Source: an optimization exercise on an open RTL-to-GDS flow (aim: small area, a short achievable clock period and few clock cycles per item). Production flows keep margins and buffers that such runs may drop. Where RTL was checked, it was by simulation tests only, not by an equivalence proof against the original. For run 2, only the layout was checked, not whether the RTL still works.

$ cat config.mk
export PLATFORM = sky130hd
export DESIGN_NAME = chachaBlockCore
export DESIGN_NICKNAME = chachaBlockCore
export VERILOG_FILES = /design/flow/design.v
export SDC_FILE = /design/flow/constraint.sdc
export NUM_CORES = 4
export LEC_CHECK = 0
export CAP_MARGIN = 20
export CORE_MARGIN = 2
export CORE_UTILIZATION = 45
export SETUP_SLACK_MARGIN = 5
export SLEW_MARGIN = 20
$ cat constraint.sdc
create_clock -name core_clock -period 10.0 [get_ports {clk}]
set_input_delay 2.0000 -clock core_clock [delete_from_list [all_inputs] [get_ports {clk}]]
set_output_delay 2.0000 -clock core_clock [all_outputs]
set_load 0.01 [all_outputs]
$ cat design.v
package chachaPkg;
    localparam int unsigned WordWidth  = 32;
    localparam int unsigned StateWords = 16;
    localparam int DefaultDoubleRounds = 10;
    localparam int DefaultCountWidth   = 8;
    typedef logic [WordWidth-1:0] chachaWord;
    localparam int unsigned RotA = 16;
    localparam int unsigned RotB = 12;
    localparam int unsigned RotC = 8;
    localparam int unsigned RotD = 7;
    function automatic chachaWord rotl(input chachaWord w, input integer n);
        rotl = (w << n) | (w >> (WordWidth - n));
    endfunction
endpackage
`timescale 1ns/1ps
module quarterRoundUnit #(
    parameter int K = 0
) (
    input  logic [511:0] sIn,
    output logic [511:0] sOut
);
    localparam int Diag = K / 4;
    localparam int T    = K % 4;
    localparam int Rot  = (T == 0) ? chachaPkg::RotA :
                          (T == 1) ? chachaPkg::RotB :
                          (T == 2) ? chachaPkg::RotC : chachaPkg::RotD;
    for (genvar j = 0; j < 4; j++) begin : g_q
        localparam int IA = j;
        localparam int IB = 4  + (j + Diag) % 4;
        localparam int IC = 8  + (j + 2 * Diag) % 4;
        localparam int ID = 12 + (j + 3 * Diag) % 4;
        chachaPkg::chachaWord sum;
        if (T == 0 || T == 2) begin : g_ad
            assign sum = sIn[32*IA +: 32] + sIn[32*IB +: 32];
            assign sOut[32*IA +: 32] = sum;
            assign sOut[32*ID +: 32] = chachaPkg::rotl(sIn[32*ID +: 32] ^ sum, Rot);
            assign sOut[32*IB +: 32] = sIn[32*IB +: 32];
            assign sOut[32*IC +: 32] = sIn[32*IC +: 32];
        end else begin : g_cb
            assign sum = sIn[32*IC +: 32] + sIn[32*ID +: 32];
            assign sOut[32*IC +: 32] = sum;
            assign sOut[32*IB +: 32] = chachaPkg::rotl(sIn[32*IB +: 32] ^ sum, Rot);
            assign sOut[32*IA +: 32] = sIn[32*IA +: 32];
            assign sOut[32*ID +: 32] = sIn[32*ID +: 32];
        end
    end
endmodule
`timescale 1ns/1ps
module roundSequencer #(
    parameter int Stages     = 8,
    parameter int Passes     = 5,
    parameter int CountWidth = chachaPkg::DefaultCountWidth
) (
    input  logic                  clk,
    input  logic                  rstN,
    input  logic                  start,
    output logic                  slotFree,
    output logic                  exitNow,
    output logic                  busy,
    output logic                  blockReady,
    output logic [CountWidth-1:0] blockCount
);
    localparam int PassWidth = (Passes > 1) ? $clog2(Passes) : 1;
    logic                 valid [Stages];
    logic [PassWidth-1:0] pass  [Stages];
    always_ff @(posedge clk or negedge rstN) begin
        if (!rstN) begin
            for (int i = 0; i < Stages; i++) begin
                valid[i] <= 1'b0;
                pass[i]  <= '0;
            end
            slotFree   <= 1'b1;
            busy       <= 1'b0;
            exitNow    <= 1'b0;
            blockReady <= 1'b0;
            blockCount <= '0;
        end else begin
            for (int i = 0; i + 1 < Stages; i++) begin
                valid[i+1] <= valid[i];
                pass[i+1]  <= pass[i];
            end
            if (slotFree) begin
                valid[0] <= start;
                pass[0]  <= '0;
            end else begin
                valid[0] <= valid[Stages-1];
                pass[0]  <= pass[Stages-1] + 1'b1;
            end
            slotFree   <= !valid[Stages-2] || (pass[Stages-2] == PassWidth'(Passes - 1));
            busy       <= valid[Stages-2] && (pass[Stages-2] != PassWidth'(Passes - 1));
            exitNow    <= valid[Stages-2] && (pass[Stages-2] == PassWidth'(Passes - 1));
            blockReady <= exitNow;
            if (exitNow)
                blockCount <= blockCount + 1'b1;
        end
    end
endmodule
`timescale 1ns/1ps
module stateMatrix #(
    parameter int Stages = 8
) (
    input  logic         clk,
    input  logic         slotFree,
    input  logic         exitNow,
    input  logic [511:0] stateIn,
    output logic [511:0] blockOut
);
    localparam int Last = Stages - 1;
    logic [511:0] workState [Stages];
    logic [511:0] initState [Stages];
    logic [511:0] midState  [Stages];
    logic [511:0] endState  [Stages];
    logic [511:0] entry;
    for (genvar i = 0; i < Last; i++) begin : g_stage
        quarterRoundUnit #(.K((2 * i + 1) % 8)) u_step0 (.sIn(workState[i]), .sOut(midState[i]));
        quarterRoundUnit #(.K((2 * i + 2) % 8)) u_step1 (.sIn(midState[i]),  .sOut(endState[i]));
    end
    quarterRoundUnit #(.K(7)) u_wrap7 (.sIn(workState[Last]), .sOut(midState[Last]));
    assign entry = slotFree ? stateIn : midState[Last];
    quarterRoundUnit #(.K(0)) u_wrap0 (.sIn(entry), .sOut(endState[Last]));
    always_ff @(posedge clk) begin
        for (int i = 0; i < Last; i++) begin
            workState[i+1] <= endState[i];
            initState[i+1] <= initState[i];
        end
        workState[0] <= endState[Last];
        initState[0] <= slotFree ? stateIn : initState[Last];
    end
    always_ff @(posedge clk) begin
        if (exitNow)
            for (int i = 0; i < 16; i++)
                blockOut[32*i +: 32] <= midState[Last][32*i +: 32] + initState[Last][32*i +: 32];
    end
endmodule
`timescale 1ns/1ps
module chachaBlockCore #(
    parameter int DoubleRounds = chachaPkg::DefaultDoubleRounds,
    parameter int CountWidth   = chachaPkg::DefaultCountWidth,
    parameter int Stages       = 4
) (
    input  logic                  clk,
    input  logic                  rstN,
    input  logic                  start,
    input  logic [511:0]          stateIn,
    output logic                  busy,
    output logic                  blockReady,
    output logic [511:0]          blockOut,
    output logic [CountWidth-1:0] blockCount
);
    localparam int Passes = DoubleRounds * 8 / (2 * Stages);
    logic slotFree;
    logic exitNow;
    roundSequencer #(
        .Stages     (Stages),
        .Passes     (Passes),
        .CountWidth (CountWidth)
    ) roundSequencer_inst (
        .clk        (clk),
        .rstN       (rstN),
        .start      (start),
        .slotFree   (slotFree),
        .exitNow    (exitNow),
        .busy       (busy),
        .blockReady (blockReady),
        .blockCount (blockCount)
    );
    stateMatrix #(
        .Stages (Stages)
    ) stateMatrix_inst (
        .clk      (clk),
        .slotFree (slotFree),
        .exitNow  (exitNow),
        .stateIn  (stateIn),
        .blockOut (blockOut)
    );
endmodule
$ cat run.sh
#!/bin/bash
# synth_recipe.tcl (not shown) runs the flow's synth.tcl, then flattens the netlist and writes it again
# the make line also repeats each setting of config.mk as NAME=value (left out here)
make -C /OpenROAD-flow-scripts/flow DESIGN_CONFIG=/design/flow/config.mk WORK_HOME=/design/flow/orfs CLKGATE_MAP_FILE= SYNTH_SCRIPT=/design/flow/synth_recipe.tcl finish
==> run notes, run 1 <==
GRT Overall Usage 39.9%; Worst Setup Start Kind flip-flop; number of synthesized flops with an enable pin 512; via count of the first global-routing pass 135000; clock latency at the later pin of the worst-skew pair 1070 ps; CP max-delay cell dfxtp_1; reg-to-reg startpoint stateMatrix_inst.workState[1][434]$_DFF_P_; ys async rst share 0.690%; synth unique cells 93; dpl hpwl 719 mm; CP Capture Type flip-flop; nets@finish 22000; fmax 159 MHz; max-slew violations 0; global placement routability congestion 1.07; Tcrit/Tclk final 62.9%; area delta synth->final 37.1%; Die H 648 um; Yosys top cell area share 44.0%; share of cells above drive strength 1 26.9%; Mean Syn Cell Area 11.0 um^2; Crit Reg-Reg Endpoint stateMatrix_inst.workState[2][494]$_DFF_P_; largest net degree at the start of global routing 121; Mapped Cells 16900; Cell Count Post-Placement 23400; final setup margin 3710 ps; number of clock sinks 4640; Fin. Hold Viols 0; post-synthesis sequential area ratio 52.7%; TritonRoute pass-1 iters 6; WL/cell 33.6 um; flop-to-flop setup slack 3710 ps; yosys warns 18; initial antenna violation count 163; most frequent cells in the layout 3967 x dfxtp_1, 1318 x ha_1, 1054 x buf_4; outcome timing/DRC/antenna clean; crit-path max cell delay 910 ps; TritonCTS Buffers 476; Setup TNS 0 ps; fill count 33500; Worst Hold Path Cells 0; Final min period 6290 ps; Synth Cell Area 186000 um^2; htree depth 5; CTS max path bufs 4; Initial DRC Count 15200; Top Ports 1037; row count 236; setup slack at placement 2040 ps; Worst Path Buf+Inv 3; worst hold endpoint stateMatrix_inst.initState[1][203]$_DFF_P_; TritonCTS clock tree built; Via density 5.57; WP data required 10900 ps; post-synth top area cell dfxtp_1; Overflow after GRT 0; hold wc startpoint stateMatrix_inst.initState[0][203]$_DFF_P_; Slew @ Worst Pin 1360 ps; Final Setup Violations 0; Synthesized Nets 18900; final wirelength 871 mm; Worst-path clk slew 70 ps; Post-DRT Antenna Nets 0; Port-buffer cells 1036; max_slew headroom 8.99%; WP data arrival 7190 ps; RSZ-0062 raised after global routing true; die area 420000 um^2; die width 648 um; most common cell after layout, fill and taps aside dfxtp_1; Initial Util 45.2%; CTS root buf clkbuf_16; CP Max Fanout 6; via count 145000; reg2reg path depth 28; Final Instance Count excl. Fillers 25900; Top Family by Delay on Critical Path compound AO/OA/AOI/OAI gates; Setup CP Type flip-flop to flip-flop; Tightest Hold Check Type flip-flop to flip-flop; cell depth of the worst setup path 28; worst hold margin 308 ps; global-route wire length before repair 1130 mm; clk_skew 73.9 ps; Residual DRC 0; Max Cap Violations 0; Synth Flop Type dfxtp_1; Yosys reg bits 4640; CORE AREA 413000 um^2; main area contributors after synthesis dfxtp_1 44%, ha_1 10%, edfxtp_1 8.2%
[worst max-delay path by stage]
stage / start / to
after CTS: stateMatrix_inst.workState[2][384]$_DFF_P_ / stateMatrix_inst.workState[3][388]$_DFF_P_
after floorplan: stateMatrix_inst.workState[2][448]$_DFF_P_ / stateMatrix_inst.workState[3][126]$_DFF_P_
final: stateMatrix_inst.workState[1][434]$_DFF_P_ / stateMatrix_inst.workState[2][494]$_DFF_P_
after global placement: stateMatrix_inst.workState[3][457]$_DFF_P_ / stateMatrix_inst.workState[0][389]$_DFF_P_
after detailed placement: stateMatrix_inst.workState[3][417]$_DFF_P_ / stateMatrix_inst.blockOut[254]$_DFFE_PP_
after global routing: stateMatrix_inst.workState[3][353]$_DFF_P_ / stateMatrix_inst.workState[0][462]$_DFF_P_
[cells in the mapped netlist (all sizes together) (15+ instances only)]
cell	count
a221oi	25
a21boi	83
edfxtp	512
o41ai	23
a31oi	99
xnor3	24
mux2i	128
clkbuf	162
xnor2	1162
or2	51
xor2	1180
fa	48
a211oi	90
dfrtp	31
buf	15
inv	981
nand2	773
a41oi	19
and2	64
or3	61
a21oi	1096
o31ai	55
o31a	21
and4	20
nor3	186
a21o	651
o211ai	64
nor2b	189
o21ai	1065
ha	1486
nor4	16
dfxtp	4096
a31o	39
a211o	35
nand3	181
o21bai	193
nand4	90
mux2	372
and3	119
nor2	732
a2111oi	20
o21a	181
nand2b	210
[layer usage]
layer  routed length [um]  GRT usage (%)
met1               367000           54.0
met4                71800           27.4
met2               353000           56.5
met5                  171              0
met3                79300           9.07
[cell type report]
class	count	area [um^2]	share of cell area [%]
antenna	136	340	0.133
clock buffer	614	13400	5.25
clock inverter	290	3300	1.29
inverter	981	3700	1.45
multi-input combinational	11100	103000	40.4
sequential	4640	98400	38.5
tap	5474	6850	2.68
timing repair buffer	2716	26300	10.3
[metrics by stage]
stage	util, %	cell area [um^2]
3_5_place_dp	49.9	206000
4_1_cts	59.7	246000
3_3_place_gp	49.9	206000
5_1_grt	61.9	256000
2_1_floorplan	-	187000
6_report	61.9	256000
[state kept, by name, summed over array words and instances (netlist names)]
signal,cells
stateMatrix_inst.initState,2048
stateMatrix_inst.workState,2048
stateMatrix_inst.blockOut,512
roundSequencer_inst.pass,16
roundSequencer_inst.blockCount,8
roundSequencer_inst.valid,4
roundSequencer_inst.blockReady,1
roundSequencer_inst.busy,1
roundSequencer_inst.exitNow,1
roundSequencer_inst.slotFree,1
[worst reg2reg max path, delay by kind of cell, from the launching register on]
kind | cells | cell delay [ps]
adder cells (fa/ha/maj) | 3 | 1030
XOR/XNOR | 4 | 640
AO/OA/AOI/OAI | 14 | 2680
buffers and inverters | 3 | 360
flip-flops | 1 | 910
AND/OR/NAND/NOR | 4 | 530
[logic make-up after synthesis]
group	synth area share (%)
adder cells (fa/ha/maj)	10.5
buffers and inverters	2.33
flip-flops	52.7
AO/OA/AOI/OAI	13.2
multiplexers	2.93
AND/OR/NAND/NOR	7.03
XOR/XNOR	11.4
[timing repair]
action,CTS,global route
setup endpoints to repair,1087,957
hold buffers,0,0
pin swaps,1319,1145
setup buffers,1009,455
endpoints found under the hold margin,0,0
gates resized for setup,2768,1052
Testbench counts, summed over its fixed seeds: cycles 1,312, items 128.
==> inputs of run 2 (changes only) <==
--- a/design.v
+++ b/design.v
@@ -136,7 +136,7 @@
 module chachaBlockCore #(
     parameter int DoubleRounds = chachaPkg::DefaultDoubleRounds,
     parameter int CountWidth   = chachaPkg::DefaultCountWidth,
-    parameter int Stages       = 4
+    parameter int Stages       = 8
 ) (
     input  logic                  clk,
     input  logic                  rstN,
==> flow/run.sh (new file) <==
#!/bin/bash
# Standard ORFS layout with two changes:
# - synthesis leaves adders to ABC (no full/half-adder cell extraction) and
#   ABC maps with the classic delay mapper and gate sizing
#   (flow/abc_speed.script) instead of ORFS's default script. Registers are
#   mapped before ABC exactly as in the standard synthesis, so their names and
#   cells do not change.
# - the timing repair steps aim for SETUP_SLACK_MARGIN below the clock period
#   (the constraints themselves are unchanged).
set -euo pipefail
here=$(pwd)
rm -rf "$here/scripts_mod"
cp -r "$FLOW_HOME/scripts" "$here/scripts_mod"
cp "$here/flow/abc_speed.script" "$here/scripts_mod/abc_speed.script"
bash standard.sh SCRIPTS_DIR="$here/scripts_mod" ADDER_MAP_FILE= synth > "$here/synth.log" 2>&1
bash standard.sh SETUP_SLACK_MARGIN=6 finish > "$here/layout.log" 2>&1
==> flow/abc_speed.script (new file) <==
strash
dch
map -D 2500
buffer -c
upsize -D 2500
dnsize -D 2500
==> standard.sh (new file) <==
#!/bin/bash
# synth_recipe.tcl (not shown) runs the flow's synth.tcl, then flattens the netlist and writes it again
# the make line also repeats each setting of config.mk as NAME=value (left out here)
make -C /OpenROAD-flow-scripts/flow DESIGN_CONFIG=/design/flow/config.mk WORK_HOME=/design/flow/orfs CLKGATE_MAP_FILE= SYNTH_SCRIPT=/design/flow/synth_recipe.tcl "${@:-finish}"
--- a/config.mk
+++ b/config.mk
@@ -7,6 +7,6 @@
 export LEC_CHECK = 0
 export CAP_MARGIN = 20
 export CORE_MARGIN = 2
-export CORE_UTILIZATION = 45
-export SETUP_SLACK_MARGIN = 5
+export CORE_UTILIZATION = 60
+export PLACE_DENSITY = 0.7
 export SLEW_MARGIN = 20
removed: run.sh
==> run notes, run 2 <==
Synth Cell Area 373000 um^2 (+100%); CTS Hold Buffers Added 0 (unchanged); global-route wire length before repair 3900 mm; Port-buffer cells 1036 (unchanged); Failed at global routing (5_1_grt); Yosys top cell area share 44.0% (about the same); Synthesized Nets 45800 (+140%); Mapped Cells 45300 (+170%); TritonCTS Buffers 825 (+73%); via count of the first global-routing pass 435000; top post-synthesis cells by count 8205 x nor2_1, 8192 x dfxtp_1, 6929 x nand2_1; CTS max path bufs 4 (unchanged); Top Ports 1037 (unchanged); number of clock sinks 8748 (+89%); Yosys reg bits 8748 (+89%); Synth Flop Type dfxtp_1; post-synthesis sequential area ratio 48.4% (-4.2 points); Overflow after GRT 4665; Mean Syn Cell Area 8.22 um^2 (-26%); global placement routability congestion 1.43 (+33%); post-synth top area cell dfxtp_1; die width 792 um (+22%); most frequent cell after synthesis nor2_1; largest net degree at the start of global routing 142; placed cell areas 397000 um^2 (+93%); main area contributors after synthesis dfxtp_1 44%, nor2_1 8.3%, nand2_1 7.0%; row count 289 (+22%); CTS root buf clkbuf_16; dpl hpwl 1810 mm (+150%); outcome aborted with a tool error; tool error [ERROR GRT-0116] Global routing finished with congestion. Check the congestion regions in the DRC Viewer.; htree depth 6 (+1); synth unique cells 116 (+25%); GRT Overall Usage 86.1%; Die H 792 um (+22%); ys async rst share 0.503% (-0.19 points); Initial Util 60.2% (+15 points); number of synthesized flops with an enable pin 512 (unchanged); yosys warns 18 (unchanged)
==> run 2: cell count changes after synthesis, sizes merged, moves of 372 or more <==
cell / before / now
a21o: 651 / 188
a21oi: 1096 / 2806
dfxtp: 4096 / 8192
ha: 1486 / 0
inv: 981 / 5718
mux2: 372 / 0
nand2: 773 / 6982
nand3: 181 / 1531
nor2: 732 / 8444
o21ai: 1065 / 2892
xor2: 1180 / 2674
==> run 2: logic make-up after synthesis <==
group | after synthesis | share of synthesized area (%)
xor gates and xnor gates | 4348 | 12.4
buffers and inverters | 5903 | 5.95
DFF | 8748 | 48.4
and+or+nand+nor | 18600 | 20.7
AOI/OAI and AO/OA | 7671 | 12.5
==> run 2: timing repair <==
action / 4_1_cts
cloned: 11
pin swaps: 1583
resized for setup: 9745
buffers inserted: 1853
setup endpoints to repair: 2829
==> run 2: metrics by stage <==
stage                     cells  utilization, %  setup slack, ps
after floorplan           45300               -             5010
after global placement    54700            63.9             2880
after detailed placement  54800            64.2             3690
after CTS                 58200            78.3             5700
==> run 2: how the worst min path moves through the flow <==
stage                                                    start                                          to  slack, ps  cells after the start
CTS                 stateMatrix_inst.initState[4][485]$_DFF_P_  stateMatrix_inst.initState[5][485]$_DFF_P_        260                      0
detailed placement  stateMatrix_inst.initState[6][192]$_DFF_P_  stateMatrix_inst.initState[7][192]$_DFF_P_        310                      0
global placement    stateMatrix_inst.initState[0][171]$_DFF_P_  stateMatrix_inst.initState[1][171]$_DFF_P_        310                      0
floorplan             stateMatrix_inst.initState[0][0]$_DFF_P_    stateMatrix_inst.initState[1][0]$_DFF_P_        310                      0
==> run 2: layer usage <==
layer | track usage, % | GRT overflow
met5 | 56.3 | 10
met2 | 96.2 | 3011
met1 | 85.3 | 69
met4 | 84.8 | 1483
met3 | 78.7 | 92
==> inputs of run 3 (changes only) <==
--- a/design.v
+++ b/design.v
@@ -136,7 +136,7 @@
 module chachaBlockCore #(
     parameter int DoubleRounds = chachaPkg::DefaultDoubleRounds,
     parameter int CountWidth   = chachaPkg::DefaultCountWidth,
-    parameter int Stages       = 8
+    parameter int Stages       = 4
 ) (
     input  logic                  clk,
     input  logic                  rstN,
--- a/config.mk
+++ b/config.mk
@@ -7,6 +7,5 @@
 export LEC_CHECK = 0
 export CAP_MARGIN = 20
 export CORE_MARGIN = 2
-export CORE_UTILIZATION = 60
-export PLACE_DENSITY = 0.7
+export CORE_UTILIZATION = 45
 export SLEW_MARGIN = 20
==> run notes, run 3 <==
top post-synthesis cells by count 4891 x nor2_1, 4424 x nand2_1, 4096 x dfxtp_1; CTS root buf clkbuf_16; number of synthesized flops with an enable pin 512 (unchanged); GRT Overall Usage 49.7%; WP data arrival 6370 ps; max_slew headroom -110%; Yosys top cell area share 38.9% (-5.1 points); Port-buffer cells 1036 (unchanged); htree depth 5 (-1); Setup CP Type flip-flop to flip-flop; main combinational cell family by area after synthesis simple AND/OR/NAND/NOR gates; Residual DRC 0; flop-to-flop setup slack 4650 ps; fill count 36100; final wirelength 1270 mm; RSZ-0062 raised after global routing true; TritonRoute pass-1 iters 8; via count 220000; post-synthesis mux area share 0% (unchanged); CTS max path bufs 4 (unchanged); Via density 5.84; Mapped Cells 26700 (-41%); CORE AREA 467000 um^2; share of cells above drive strength 1 35.4%; synth unique cells 105 (-9.5%); CP Capture Type flip-flop; Worst Setup Start Kind flip-flop; CP Max Fanout 35; WL/cell 33.7 um; number of clock sinks 4640 (-47%); row count 251 (-13%); dpl hpwl 1020 mm (-44%); yosys warns 18 (unchanged); clk_skew 111 ps; area delta synth->final 49.5%; Synth Cell Area 211000 um^2 (-43%); die width 689 um (-13%); final core occ 67.5%; initial antenna violation count 237; TritonCTS Buffers 467 (-43%); global-route wire length before repair 1600 mm; max-slew violations 12; Failed Checks max-capacitance violations, max-slew violations; ys async rst share 0.690% (+0.19 points); post-synthesis adder-cell area fraction 0.00949% (+0.0095 points); WP data required 11020 ps; hold wc startpoint stateMatrix_inst.initState[0][201]$_DFF_P_; Regs by FF count stateMatrix_inst.initState (2048), stateMatrix_inst.workState (2048), stateMatrix_inst.blockOut (512); reg-to-reg startpoint roundSequencer_inst.slotFree$_DFF_PN1_; outcome complete, but fails checks; Fin. Hold Viols 0; most frequent cells in the layout 3526 x dfxtp_1, 3191 x nand2_1, 3178 x inv_1; Max Cap Violations 5; Cell Count Post-Placement 34100 (-38%); nets@finish 31200; die area 474000 um^2; post-synthesis sequential area ratio 46.6% (-1.9 points); most frequent cell after synthesis nor2_1; Worst-path clk slew 70 ps; Post-DRT Antenna Nets 0; fmax 187 MHz; Yosys reg bits 4640 (-47%); via count of the first global-routing pass 195000; Slew @ Worst Pin 3110 ps; Final Setup Violations 0; Final Instance Count excl. Fillers 37600; post-synthesis compound-gate area fraction 13.5% (+1.0 points); clock latency at the later pin of the worst-skew pair 1150 ps; Die H 689 um (-13%); Final min period 5350 ps; CP Launch Point roundSequencer_inst.slotFree$_DFF_PN1_; Synthesized Nets 27200 (-41%); simple-gate share of the synthesized area 21.7% (+1.0 points); largest net degree at the start of global routing 132; Setup TNS 0 ps; Tcrit/Tclk final 53.5%; TritonCTS clock tree built; most common cell after layout, fill and taps aside dfxtp_1; Overflow after GRT 0; global placement routability congestion 1.18 (-17%); Initial Util 45.2% (-15 points); post-synth top area cell dfxtp_1; main area contributors after synthesis dfxtp_1 39%, nor2_1 8.7%, nand2_1 7.9%; Top Ports 1037 (unchanged); Synth Flop Type dfxtp_1; Mean Syn Cell Area 7.89 um^2 (-4.1%); Tightest Hold Check Type flip-flop to flip-flop; post-synthesis xor/xnor area fraction 11.7% (-0.77 points); Initial DRC Count 26800
==> run 3: cell count changes after synthesis, moves of 692 or more <==
cell     change
xor2_1    -1063
a21oi_1   -1055
nand3_1    -692
nand2_1   -2505
inv_1     -2203
nor2_1    -3314
dfxtp_1   -4096
==> run 3: timing repair <==
item,CTS,global route
resized for setup,6061,5423
setup buffers,1038,1220
setup endpoints to repair,1596,1071
pin swaps,935,1901
hold endpoints to repair,0,0
hold buffers,0,0
cloned,15,2
==> run 3: final timing paths <==
kind	endpoint	depth (start not counted)
max in group asynchronous	roundSequencer_inst.slotFree$_DFF_PN1_	2
min reg2reg	stateMatrix_inst.initState[1][201]$_DFF_P_	0
max	stateMatrix_inst.workState[0][428]$_DFF_P_	13
min	stateMatrix_inst.initState[1][201]$_DFF_P_	0
max reg2reg	stateMatrix_inst.workState[0][428]$_DFF_P_	13
min in group asynchronous	roundSequencer_inst.blockCount[7]$_DFFE_PN0P_	2
==> run 3: through the flow <==
stage	hold slack, ps	setup WS [ps]	area, um^2
finish	263	4650	315000
CTS	260	5750	282000
global route	276	4840	315000
global placement	310	3820	232000
detailed placement	312	3890	232000
floorplan	310	5010	211000
==> run 3: cells by family after synthesis <==
group           Yosys count
simple gates          11200
buf+inv                3677
fa+ha+maj                 2
flops                  4640
xor+xnor               2361
compound gates         4839
==> run 3: critical path, stage by stage (launching register included) <==
cell and delay (ps):
dfstp_4 490, buf_12 160, buf_6 210, buf_16 220, o21ai_0 2330, nor2_1 300
nor2_4 330, buf_12 150, nand2_4 70, nor4_4 310, nand2_1 110, o211ai_1 200
a31oi_4 70, xnor3_1 190
==> run 3: cell type report <==
type | count | area [um^2] | area share, %
Timing Repair Buffer | 3616 | 34400 | 10.9
Clock inverter | 263 | 3280 | 1.04
Timing Repair inverter | 1 | 8.76 | 0.00278
Sequential cell | 4640 | 99600 | 31.6
Tap cell | 6198 | 7750 | 2.46
Antenna cell | 367 | 918 | 0.291
Clock buffer | 620 | 13200 | 4.19
Inverter | 3503 | 13400 | 4.24
Multi-Input combinational cell | 18400 | 143000 | 45.3
==> run 3: layer usage <==
layer	vias up	GRT usage, %	part of all wire (%)
met2	15100	68.8	39
li1	94000	-	-
met5	-	0	0.078
met3	4257	18.1	14
met4	102	44.3	12
met1	106000	60.1	35
Testbench counts of run 3, summed over its fixed seeds: cycles 1,312, items 128.

-- port drivers added, routing unchanged --
In the flow no input, the clock included, has a driving cell. The finished layouts below were timed again as built, in two steps. Step 1 assumes that a clkbuf_16 drives the clock port and a buf_2 every other input. Step 2 adds t to the input delays and takes it off the output delays; t is the mean of the earliest and latest rising clock arrival at the registers after step 1. Input paths then give back, and output paths get back, about the clock's delay inside the block. Slacks: ideal ports / drivers / drivers and shift; pairs: ideal ports / drivers.
run | shift t [ns] | slack for setup (ns) | worst hold slack (ns) | clock arrival spread, ns
run 1 | 1.164 | 3.714 / 3.714 / 3.211 | 0.308 / 0.308 / 0.308 | 0.075 / 0.074
run 3 | 1.237 | 4.647 / 4.647 / 4.213 | 0.263 / 0.263 / 0.263 | 0.111 / 0.111
For run 1, which loses most, drivers alone change the setup slack by 0.000 ns; drivers and shift together by -0.503 ns.
